What follows belongs to an exercise in optimizing a design on an open flow for small area and few clock cycles per item; a production flow would make more cautious choices. Where RTL was checked, it was by simulation tests only, not by an equivalence proof against the original. Power figures rest on the tool's default switching activity, not on a simulated workload.

==> inputs of 03-23 <==
==> flow/design.v <==
`default_nettype none
package data_type;
  localparam int R_W = 16;
  typedef logic signed [R_W-1:0] r_t;
endpackage
module cp_inserter
#(
  parameter int N_FFT  = 64,
  parameter int CP_LEN = 16
) (
  input  logic clk,
  input  logic rst,
  input  logic in_valid,
  output logic in_ready,
  input  data_type::r_t in_real,
  input  data_type::r_t in_imag,
  output logic out_valid,
  input  logic out_ready,
  output data_type::r_t out_real,
  output data_type::r_t out_imag,
  output logic out_sop,
  output logic out_cp,
  output logic out_eop
);
  localparam int                 c_idx_w   = $clog2(N_FFT);
  localparam int                 c_seg_w   = $clog2(CP_LEN);
  localparam int                 c_nseg    = N_FFT / CP_LEN;
  localparam int                 c_pt_w    = (c_nseg > 1) ? $clog2(c_nseg) : 1;
  localparam logic [c_idx_w-1:0] c_last    = c_idx_w'(N_FFT - 1);
  localparam logic [c_idx_w-1:0] c_cp_base = c_idx_w'(N_FFT - CP_LEN);
  localparam logic [c_idx_w-1:0] c_one     = c_idx_w'(1);
  logic [31:0] r_ring [c_nseg][CP_LEN];
  logic [31:0] w_tap  [c_nseg];    
  logic [c_idx_w-1:0] r_cnt;       
  logic [c_idx_w-1:0] r_wr_idx;    
  logic [c_idx_w-1:0] r_rd_idx;    
  logic               r_body;      
  logic               r_pend;      
  logic [c_idx_w-1:0] w_wr_d, w_rd_d;
  logic               w_wr_align, w_rd_align;
  logic [c_pt_w-1:0]  w_wr_pt, w_rd_pt;
  logic               w_load, w_rd_fire, w_free, w_wr_fire, w_wr_last, w_rd_last;
  assign w_wr_d     = r_cnt - r_wr_idx;
  assign w_rd_d     = r_cnt - r_rd_idx;
  assign w_wr_align = (w_wr_d[c_seg_w-1:0] == '0);
  assign w_rd_align = (w_rd_d[c_seg_w-1:0] == '0);
  assign w_wr_pt    = c_pt_w'(w_wr_d >> c_seg_w);
  assign w_rd_pt    = c_pt_w'(w_rd_d >> c_seg_w);
  assign w_load    = !out_valid || out_ready;
  assign w_rd_fire = r_pend && w_rd_align && w_load;
  assign w_rd_last = r_body && (r_rd_idx == c_last);
  assign w_free    = !r_pend || (r_body && ((r_wr_idx != r_rd_idx) || w_rd_fire));
  assign in_ready  = w_wr_align && w_free;
  assign w_wr_fire = in_valid && in_ready;
  assign w_wr_last = (r_wr_idx == c_last);
  always_comb begin
    for (int i = 0; i < c_nseg; i++)
      w_tap[i] = r_ring[(i + c_nseg - 1) % c_nseg][CP_LEN-1];
  end
  always_ff @(posedge clk) begin
    for (int i = 0; i < c_nseg; i++) begin
      if (w_wr_fire && (w_wr_pt == c_pt_w'(i)))
        r_ring[i][0] <= {in_real, in_imag};
      else
        r_ring[i][0] <= w_tap[i];
      for (int j = 1; j < CP_LEN; j++)
        r_ring[i][j] <= r_ring[i][j-1];
    end
  end
  always_ff @(posedge clk) begin
    if (rst) begin
      r_cnt    <= '0;
      r_wr_idx <= '0;
      r_rd_idx <= c_cp_base;
      r_body   <= 1'b0;
      r_pend   <= 1'b0;
    end else begin
      r_cnt <= r_cnt + c_one;
      if (w_wr_fire)
        r_wr_idx <= r_wr_idx + c_one;
      if (w_rd_fire) begin
        if (w_rd_last) begin
          r_rd_idx <= c_cp_base;
          r_body   <= 1'b0;
        end else begin
          r_rd_idx <= r_rd_idx + c_one;
          if (r_rd_idx == c_last) r_body <= 1'b1;
        end
      end
      r_pend <= (r_pend && !(w_rd_fire && w_rd_last)) || (w_wr_fire && w_wr_last);
    end
  end
  always_ff @(posedge clk) begin
    if (rst) begin
      out_valid <= 1'b0;
    end else if (w_load) begin
      out_valid <= w_rd_fire;
    end
  end
  always_ff @(posedge clk) begin
    if (w_rd_fire) begin
      {out_real, out_imag} <= w_tap[w_rd_pt];
      out_sop <= !r_body && (r_rd_idx == c_cp_base);
      out_cp  <= !r_body;
      out_eop <= w_rd_last;
    end
  end
endmodule
`default_nettype wire
==> flow/run.sh <==
#!/bin/bash
# synth_recipe.tcl (not shown) runs the flow's synth.tcl, then flattens the netlist and writes it again
# the make line also repeats each setting of config.mk as NAME=value (left out here)
make -C /OpenROAD-flow-scripts/flow DESIGN_CONFIG=/design/flow/config.mk WORK_HOME=/design/flow/orfs CLKGATE_MAP_FILE= SYNTH_SCRIPT=/design/flow/synth_recipe.tcl finish
==> flow/config.mk <==
export PLATFORM = sky130hd
export DESIGN_NAME = cp_inserter
export DESIGN_NICKNAME = cp_inserter
export VERILOG_FILES = /design/flow/design.v
export SDC_FILE = /design/flow/constraint.sdc
export NUM_CORES = 4
export LEC_CHECK = 0
export CAP_MARGIN = 20
export CORE_MARGIN = 2
export CORE_UTILIZATION = 80
export CTS_CLUSTER_DIAMETER = 80
export CTS_CLUSTER_SIZE = 40
export SLEW_MARGIN = 20
==> flow/constraint.sdc <==
create_clock -name core_clock -period 6.0 [get_ports {clk}]
set_input_delay 1.2000 -clock core_clock [delete_from_list [all_inputs] [get_ports {clk}]]
set_output_delay 1.2000 -clock core_clock [all_outputs]
set_load 0.01 [all_outputs]
==> 05-10 (differences from 03-23) <==
==> flow/design.v, changed modules only <==
module cp_inserter
#(
  parameter int N_FFT  = 64,
  parameter int CP_LEN = 16
) (
  input  logic clk,
  input  logic rst,
  input  logic in_valid,
  output logic in_ready,
  input  data_type::r_t in_real,
  input  data_type::r_t in_imag,
  output logic out_valid,
  input  logic out_ready,
  output data_type::r_t out_real,
  output data_type::r_t out_imag,
  output logic out_sop,
  output logic out_cp,
  output logic out_eop
);
  localparam int                 c_idx_w   = $clog2(N_FFT);
  localparam int                 c_seg_w   = $clog2(CP_LEN);
  localparam int                 c_nseg    = N_FFT / CP_LEN;
  localparam int                 c_pt_w    = (c_nseg > 1) ? $clog2(c_nseg) : 1;
  localparam logic [c_idx_w-1:0] c_last    = c_idx_w'(N_FFT - 1);
  localparam logic [c_idx_w-1:0] c_cp_base = c_idx_w'(N_FFT - CP_LEN);
  localparam logic [c_idx_w-1:0] c_one     = c_idx_w'(1);
  logic [31:0] r_ring [c_nseg][CP_LEN];
  logic [31:0] w_tap  [c_nseg];    
  logic [c_idx_w-1:0] r_cnt;       
  logic [c_idx_w-1:0] r_wr_idx;    
  logic [c_idx_w-1:0] r_rd_idx;    
  logic               r_body;      
  logic               r_pend;      
  logic               r_park;      
  logic               w_wr_align, w_rd_align;
  logic [c_pt_w-1:0]  w_wr_pt, w_rd_pt;
  logic               w_load, w_rd_fire, w_free, w_wr_fire, w_wr_last, w_rd_last;
  logic               w_wr_ok, w_acc, w_park_ld, w_park_wr;
  logic [31:0]        w_wr_data;
  assign w_wr_align = (r_cnt[c_seg_w-1:0] == r_wr_idx[c_seg_w-1:0]);
  assign w_rd_align = (r_cnt[c_seg_w-1:0] == r_rd_idx[c_seg_w-1:0]);
  assign w_wr_pt    = c_pt_w'((r_cnt >> c_seg_w) - (r_wr_idx >> c_seg_w));
  assign w_rd_pt    = c_pt_w'((r_cnt >> c_seg_w) - (r_rd_idx >> c_seg_w));
  assign w_load    = !out_valid || out_ready;
  assign w_rd_fire = r_pend && w_rd_align && w_load;
  assign w_rd_last = r_body && (r_rd_idx == c_last);
  assign w_free    = !r_pend || (r_body && (!w_rd_align || (w_wr_pt != w_rd_pt) || w_load));
  assign w_wr_ok   = w_wr_align && w_free;
  assign in_ready  = !r_park && (w_wr_ok || (!r_pend && w_load));
  assign w_acc     = in_valid && in_ready;
  assign w_park_ld = w_acc && !w_wr_ok;
  assign w_park_wr = r_park && w_wr_align;
  assign w_wr_fire = (w_acc && w_wr_ok) || w_park_wr;
  assign w_wr_data = r_park ? {out_real, out_imag} : {in_real, in_imag};
  assign w_wr_last = (r_wr_idx == c_last);
  always_comb begin
    for (int i = 0; i < c_nseg; i++)
      w_tap[i] = r_ring[(i + c_nseg - 1) % c_nseg][CP_LEN-1];
  end
  always_ff @(posedge clk) begin
    for (int i = 0; i < c_nseg; i++) begin
      if (w_wr_fire && (w_wr_pt == c_pt_w'(i)))
        r_ring[i][0] <= w_wr_data;
      else
        r_ring[i][0] <= w_tap[i];
      for (int j = 1; j < CP_LEN; j++)
        r_ring[i][j] <= r_ring[i][j-1];
    end
  end
  always_ff @(posedge clk) begin
    if (rst) begin
      r_cnt    <= '0;
      r_wr_idx <= '0;
      r_rd_idx <= c_cp_base;
      r_body   <= 1'b0;
      r_pend   <= 1'b0;
      r_park   <= 1'b0;
    end else begin
      r_cnt <= r_cnt + c_one;
      if (w_wr_fire)
        r_wr_idx <= r_wr_idx + c_one;
      if (w_rd_fire) begin
        if (w_rd_last) begin
          r_rd_idx <= c_cp_base;
          r_body   <= 1'b0;
        end else begin
          r_rd_idx <= r_rd_idx + c_one;
          if (r_rd_idx == c_last) r_body <= 1'b1;
        end
      end
      r_pend <= (r_pend && !(w_rd_fire && w_rd_last)) || (w_wr_fire && w_wr_last);
      r_park <= (r_park && !w_park_wr) || w_park_ld;
    end
  end
  always_ff @(posedge clk) begin
    if (rst) begin
      out_valid <= 1'b0;
    end else if (w_load) begin
      out_valid <= w_rd_fire;
    end
  end
  always_ff @(posedge clk) begin
    if (w_rd_fire)
      {out_real, out_imag} <= w_tap[w_rd_pt];
    else if (w_park_ld)
      {out_real, out_imag} <= {in_real, in_imag};
  end
  assign out_sop = !r_body && (r_rd_idx == c_cp_base + c_one);
  assign out_eop = !r_body && (r_rd_idx == c_cp_base);
  assign out_cp  = r_body ? (r_rd_idx == '0) : (r_rd_idx != c_cp_base);
endmodule
==> flow/flow/run.sh (new file) <==
#!/bin/bash
set -euo pipefail
export CTS_ARGS="-sink_clustering_enable -repair_clock_nets -sink_clustering_size 12 -sink_clustering_max_diameter 30 -buf_list sky130_fd_sc_hd__clkbuf_4 -dont_use_dummy_load"
export BUFFER_PORTS_ARGS="-buffer_cell sky130_fd_sc_hd__buf_1"
bash standard.sh synth > synth.log 2>&1
DOWNSIZE_ODB=orfs/results/sky130hd/cp_inserter/base/1_synth.odb openroad -no_init -exit flow/downsize.tcl > downsize.log 2>&1
bash standard.sh > standard.log 2>&1
==> flow/flow/downsize.tcl (new file) <==
# Swap every combinational cell of the synthesized netlist to the smallest
# drive strength of the same cell family (same function and pins). Registers
# and everything else keep their cells; placement's repair_design and the
# timing repairs upsize again wherever slew, capacitance or timing need it.
set odb $::env(DOWNSIZE_ODB)
read_db $odb
set db [ord::get_db]
set masters [dict create]
foreach lib [$db getLibs] {
  foreach m [$lib getMasters] {
    set n [$m getName]
    if {[regexp {^(sky130_fd_sc_hd__[a-z0-9]+)_([0-9]+)$} $n -> base drive]} {
      dict lappend masters $base $m
    }
  }
}
proc pins {m} {
  set l {}
  foreach t [$m getMTerms] { lappend l [$t getName] }
  return [lsort $l]
}
set swapped 0
set saved 0.0
foreach inst [[ord::get_db_block] getInsts] {
  set m [$inst getMaster]
  set n [$m getName]
  if {![regexp {^(sky130_fd_sc_hd__[a-z0-9]+)_([0-9]+)$} $n -> base drive]} { continue }
  if {[regexp {__(df|edf|sdf|dl|clk|tap|fill|decap|diode|conb|probe|lpflow)} $base]} { continue }
  set best $m
  set ba [expr {[$m getWidth] * [$m getHeight]}]
  foreach c [dict get $masters $base] {
    set a [expr {[$c getWidth] * [$c getHeight]}]
    if {$a < $ba && [pins $c] eq [pins $m]} { set best $c; set ba $a }
  }
  if {$best ne $m} {
    set saved [expr {$saved + ([$m getWidth] * [$m getHeight] - $ba) / 1e6}]
    $inst swapMaster $best
    incr swapped
  }
}
puts "downsize: swapped $swapped cells, saved [format %.1f $saved] um2"
write_db $odb
==> flow/standard.sh (new file) <==
#!/bin/bash
# synth_recipe.tcl (not shown) runs the flow's synth.tcl, then flattens the netlist and writes it again
# the make line also repeats each setting of config.mk as NAME=value (left out here)
make -C /OpenROAD-flow-scripts/flow DESIGN_CONFIG=/design/flow/config.mk WORK_HOME=/design/flow/orfs CLKGATE_MAP_FILE= SYNTH_SCRIPT=/design/flow/synth_recipe.tcl "${@:-finish}"
--- a/flow/config.mk
+++ b/flow/config.mk
@@ -9,5 +9,5 @@
 export CORE_MARGIN = 2
-export CORE_UTILIZATION = 80
-export CTS_CLUSTER_DIAMETER = 80
-export CTS_CLUSTER_SIZE = 40
+export CORE_UTILIZATION = 70
+export CTS_CLUSTER_DIAMETER = 60
+export CTS_CLUSTER_SIZE = 30
 export SLEW_MARGIN = 20
removed: flow/run.sh
==> 02-01 (differences from 03-23) <==
--- a/flow/design.v
+++ b/flow/design.v
@@ -38,3 +38,2 @@
   logic               r_pend;      
-  logic [c_idx_w-1:0] w_wr_d, w_rd_d;
   logic               w_wr_align, w_rd_align;
@@ -42,8 +41,6 @@
   logic               w_load, w_rd_fire, w_free, w_wr_fire, w_wr_last, w_rd_last;
-  assign w_wr_d     = r_cnt - r_wr_idx;
-  assign w_rd_d     = r_cnt - r_rd_idx;
-  assign w_wr_align = (w_wr_d[c_seg_w-1:0] == '0);
-  assign w_rd_align = (w_rd_d[c_seg_w-1:0] == '0);
-  assign w_wr_pt    = c_pt_w'(w_wr_d >> c_seg_w);
-  assign w_rd_pt    = c_pt_w'(w_rd_d >> c_seg_w);
+  assign w_wr_align = (r_cnt[c_seg_w-1:0] == r_wr_idx[c_seg_w-1:0]);
+  assign w_rd_align = (r_cnt[c_seg_w-1:0] == r_rd_idx[c_seg_w-1:0]);
+  assign w_wr_pt    = c_pt_w'((r_cnt >> c_seg_w) - (r_wr_idx >> c_seg_w));
+  assign w_rd_pt    = c_pt_w'((r_cnt >> c_seg_w) - (r_rd_idx >> c_seg_w));
   assign w_load    = !out_valid || out_ready;
@@ -100,9 +97,8 @@
   always_ff @(posedge clk) begin
-    if (w_rd_fire) begin
+    if (w_rd_fire)
       {out_real, out_imag} <= w_tap[w_rd_pt];
-      out_sop <= !r_body && (r_rd_idx == c_cp_base);
-      out_cp  <= !r_body;
-      out_eop <= w_rd_last;
-    end
   end
+  assign out_sop = !r_body && (r_rd_idx == c_cp_base + c_one);
+  assign out_eop = !r_body && (r_rd_idx == c_cp_base);
+  assign out_cp  = r_body ? (r_rd_idx == '0) : (r_rd_idx != c_cp_base);
 endmodule
==> flow/flow/run.sh (new file) <==
#!/bin/bash
set -euo pipefail
export CTS_ARGS="-sink_clustering_enable -repair_clock_nets -sink_clustering_size 20 -sink_clustering_max_diameter 50 -buf_list sky130_fd_sc_hd__clkbuf_8 -dont_use_dummy_load"
export RECOVER_POWER=100
export BUFFER_PORTS_ARGS="-buffer_cell sky130_fd_sc_hd__buf_1"
bash standard.sh > standard.log 2>&1
==> flow/standard.sh (new file) <==
#!/bin/bash
# synth_recipe.tcl (not shown) runs the flow's synth.tcl, then flattens the netlist and writes it again
# the make line also repeats each setting of config.mk as NAME=value (left out here)
make -C /OpenROAD-flow-scripts/flow DESIGN_CONFIG=/design/flow/config.mk WORK_HOME=/design/flow/orfs CLKGATE_MAP_FILE= SYNTH_SCRIPT=/design/flow/synth_recipe.tcl "${@:-finish}"
--- a/flow/config.mk
+++ b/flow/config.mk
@@ -9,5 +9,5 @@
 export CORE_MARGIN = 2
-export CORE_UTILIZATION = 80
-export CTS_CLUSTER_DIAMETER = 80
-export CTS_CLUSTER_SIZE = 40
+export CORE_UTILIZATION = 70
+export CTS_CLUSTER_DIAMETER = 60
+export CTS_CLUSTER_SIZE = 30
 export SLEW_MARGIN = 20
removed: flow/run.sh
==> 02-07 (differences from 03-23) <==
--- a/flow/design.v
+++ b/flow/design.v
@@ -100,9 +100,8 @@
   always_ff @(posedge clk) begin
-    if (w_rd_fire) begin
+    if (w_rd_fire)
       {out_real, out_imag} <= w_tap[w_rd_pt];
-      out_sop <= !r_body && (r_rd_idx == c_cp_base);
-      out_cp  <= !r_body;
-      out_eop <= w_rd_last;
-    end
   end
+  assign out_sop = !r_body && (r_rd_idx == c_cp_base + c_one);
+  assign out_eop = !r_body && (r_rd_idx == c_cp_base);
+  assign out_cp  = r_body ? (r_rd_idx == '0) : (r_rd_idx != c_cp_base);
 endmodule
==> flow/flow/run.sh (new file) <==
#!/bin/bash
set -euo pipefail
export CTS_ARGS="-sink_clustering_enable -repair_clock_nets -sink_clustering_size 20 -sink_clustering_max_diameter 50 -buf_list sky130_fd_sc_hd__clkbuf_8 -dont_use_dummy_load"
export RECOVER_POWER=100
export BUFFER_PORTS_ARGS="-buffer_cell sky130_fd_sc_hd__buf_1"
bash standard.sh > standard.log 2>&1
==> flow/standard.sh (new file) <==
#!/bin/bash
# synth_recipe.tcl (not shown) runs the flow's synth.tcl, then flattens the netlist and writes it again
# the make line also repeats each setting of config.mk as NAME=value (left out here)
make -C /OpenROAD-flow-scripts/flow DESIGN_CONFIG=/design/flow/config.mk WORK_HOME=/design/flow/orfs CLKGATE_MAP_FILE= SYNTH_SCRIPT=/design/flow/synth_recipe.tcl "${@:-finish}"
--- a/flow/config.mk
+++ b/flow/config.mk
@@ -9,5 +9,5 @@
 export CORE_MARGIN = 2
-export CORE_UTILIZATION = 80
-export CTS_CLUSTER_DIAMETER = 80
-export CTS_CLUSTER_SIZE = 40
+export CORE_UTILIZATION = 70
+export CTS_CLUSTER_DIAMETER = 60
+export CTS_CLUSTER_SIZE = 30
 export SLEW_MARGIN = 20
removed: flow/run.sh
==> comparison <==
- Between 05-10 and 02-07, the lower core utilization is in 05-10 (gap 0.51 points).
- Non-clock buffer count: 02-01 is lower than 05-10 (5).
- Sequential cell count: 02-01 is lower than 05-10 (1).
- Between 05-10 and 02-01, the lower design area is in 02-01 (gap 1.2%, measured against 02-01).
- 02-07 reached the layout checks and failed them: max-capacitance violations, max-slew violations. 02-01 ran to the end with violations: max-capacitance violations, max-slew violations. 03-23 did not get past clock tree synthesis, error DPL-0033. 05-10 finished clean.
- Synthesized area is about the same in 05-10 and 02-01.
- Against 05-10, the final cell count of 02-01 is smaller by about 4.4%.
- In 05-10 the critical path depth is lower than in 02-07, by 6.
- Via count: 05-10 > 02-07 > 02-01.
- Worst hold slack, lowest first: 02-07, 05-10, 02-01.
- Die area: 02-01 is higher than 02-07 (0.90%).
- Total power: 02-01 < 05-10 < 02-07.
==> figures <==
Run status: 02-07 complete, but fails checks; 05-10 complete, no violations; 03-23 aborted with a tool error; 02-01 complete, but fails checks
Failing step: 02-07 -; 05-10 -; 03-23 clock tree synthesis; 02-01 -
Layout check failures: 02-07 max-capacitance violations, max-slew violations; 05-10 -; 03-23 -; 02-01 max-capacitance violations, max-slew violations
Initial cell density of the core: 02-07 70.9%; 05-10 70.5%; 03-23 81.2%; 02-01 70.5%
Power Sequential: 02-07 16.9 mW; 05-10 16.6 mW; 03-23 -; 02-01 15.4 mW
First-pass GRT wire length: 02-07 91.2 mm; 05-10 92.3 mm; 03-23 -; 02-01 88.0 mm
Wire length per cell: 02-07 16.7 um; 05-10 16.3 um; 03-23 -; 02-01 16.1 um
FF+latch count, synth: 02-07 2101; 05-10 2102; 03-23 2104; 02-01 2101
Routability congestion estimate from global placement: 02-07 0.731; 05-10 0.769; 03-23 0.745; 02-01 0.748
Peak supply drop: 02-07 0.323 mV; 05-10 0.268 mV; 03-23 -; 02-01 0.322 mV
Height of the die: 02-07 260 um; 05-10 261 um; 03-23 243 um; 02-01 261 um
Max FFs per register: 02-07 2048; 05-10 2048; 03-23 -; 02-01 2048
Number of max-capacitance violations reported: 02-07 2; 05-10 0; 03-23 -; 02-01 7
Multiplexer fraction of the synthesized cell area: 02-07 4.77%; 05-10 6.51%; 03-23 4.74%; 02-01 5.80%
Xor/xnor cell area share of the yosys netlist: 02-07 0.517%; 05-10 0.463%; 03-23 0.516%; 02-01 0.531%
Non-filler cells in the finished layout: 02-07 3484; 05-10 3635; 03-23 -; 02-01 3474
Sum of buffers and inverters on the critical path: 02-07 3; 05-10 1; 03-23 -; 02-01 2
Mean post-synth cell area: 02-07 18.8 um^2; 05-10 18.6 um^2; 03-23 18.9 um^2; 02-01 19.0 um^2
Largest net degree at the start of global routing: 02-07 30; 05-10 35; 03-23 -; 02-01 33
Transition time at the pin with the least slew margin: 02-07 1.92 ns; 05-10 1.14 ns; 03-23 -; 02-01 3.34 ns
Fill cell total of the finished layout: 02-07 3594; 05-10 3865; 03-23 -; 02-01 3934
Number of clock buffers in the layout: 02-07 133; 05-10 226; 03-23 -; 02-01 132
Overall fraction of global-route tracks in use: 02-07 17.9%; 05-10 17.9%; 03-23 -; 02-01 17.0%
Power density cells: 02-07 471 mW/mm^2; 05-10 458 mW/mm^2; 03-23 -; 02-01 436 mW/mm^2
CP Launch Point: 02-07 r_rd_idx[0]; 05-10 r_wr_idx[1]; 03-23 -; 02-01 r_rd_idx[0]
Testbench counts of 05-10, summed over its fixed seeds: cycles 15,880, symbols 192.
For 03-23, 02-01 and 02-07, only the layout was checked, not whether the RTL still works.

==> static timing again, ports no longer ideal <==
The flow's constraints put no driver on any port. The routed layouts listed below were extracted and timed again, unchanged, in two steps.
Step 1 assumes that a clkbuf_16 drives the clock port and a buf_2 every other input.
Step 2, shift: input delay + t, output delay - t, t = (earliest + latest rising clock arrival at the registers) / 2. This alone moves slack from input paths to output paths.
a / b / c = ideal / step 1 / step 2; a / b = the first two.
run	t (ns)	slack for setup (ns)	pins driven straight from the clock port
05-10	1.048	1.372 / 1.310 / 2.039	1
02-01	0.810	1.539 / 1.539 / 0.927	1
02-07	0.792	0.855 / 0.828 / 0.745	1
For 02-01, which loses most, drivers alone change the setup slack by 0.000 ns; drivers and shift together by -0.612 ns.
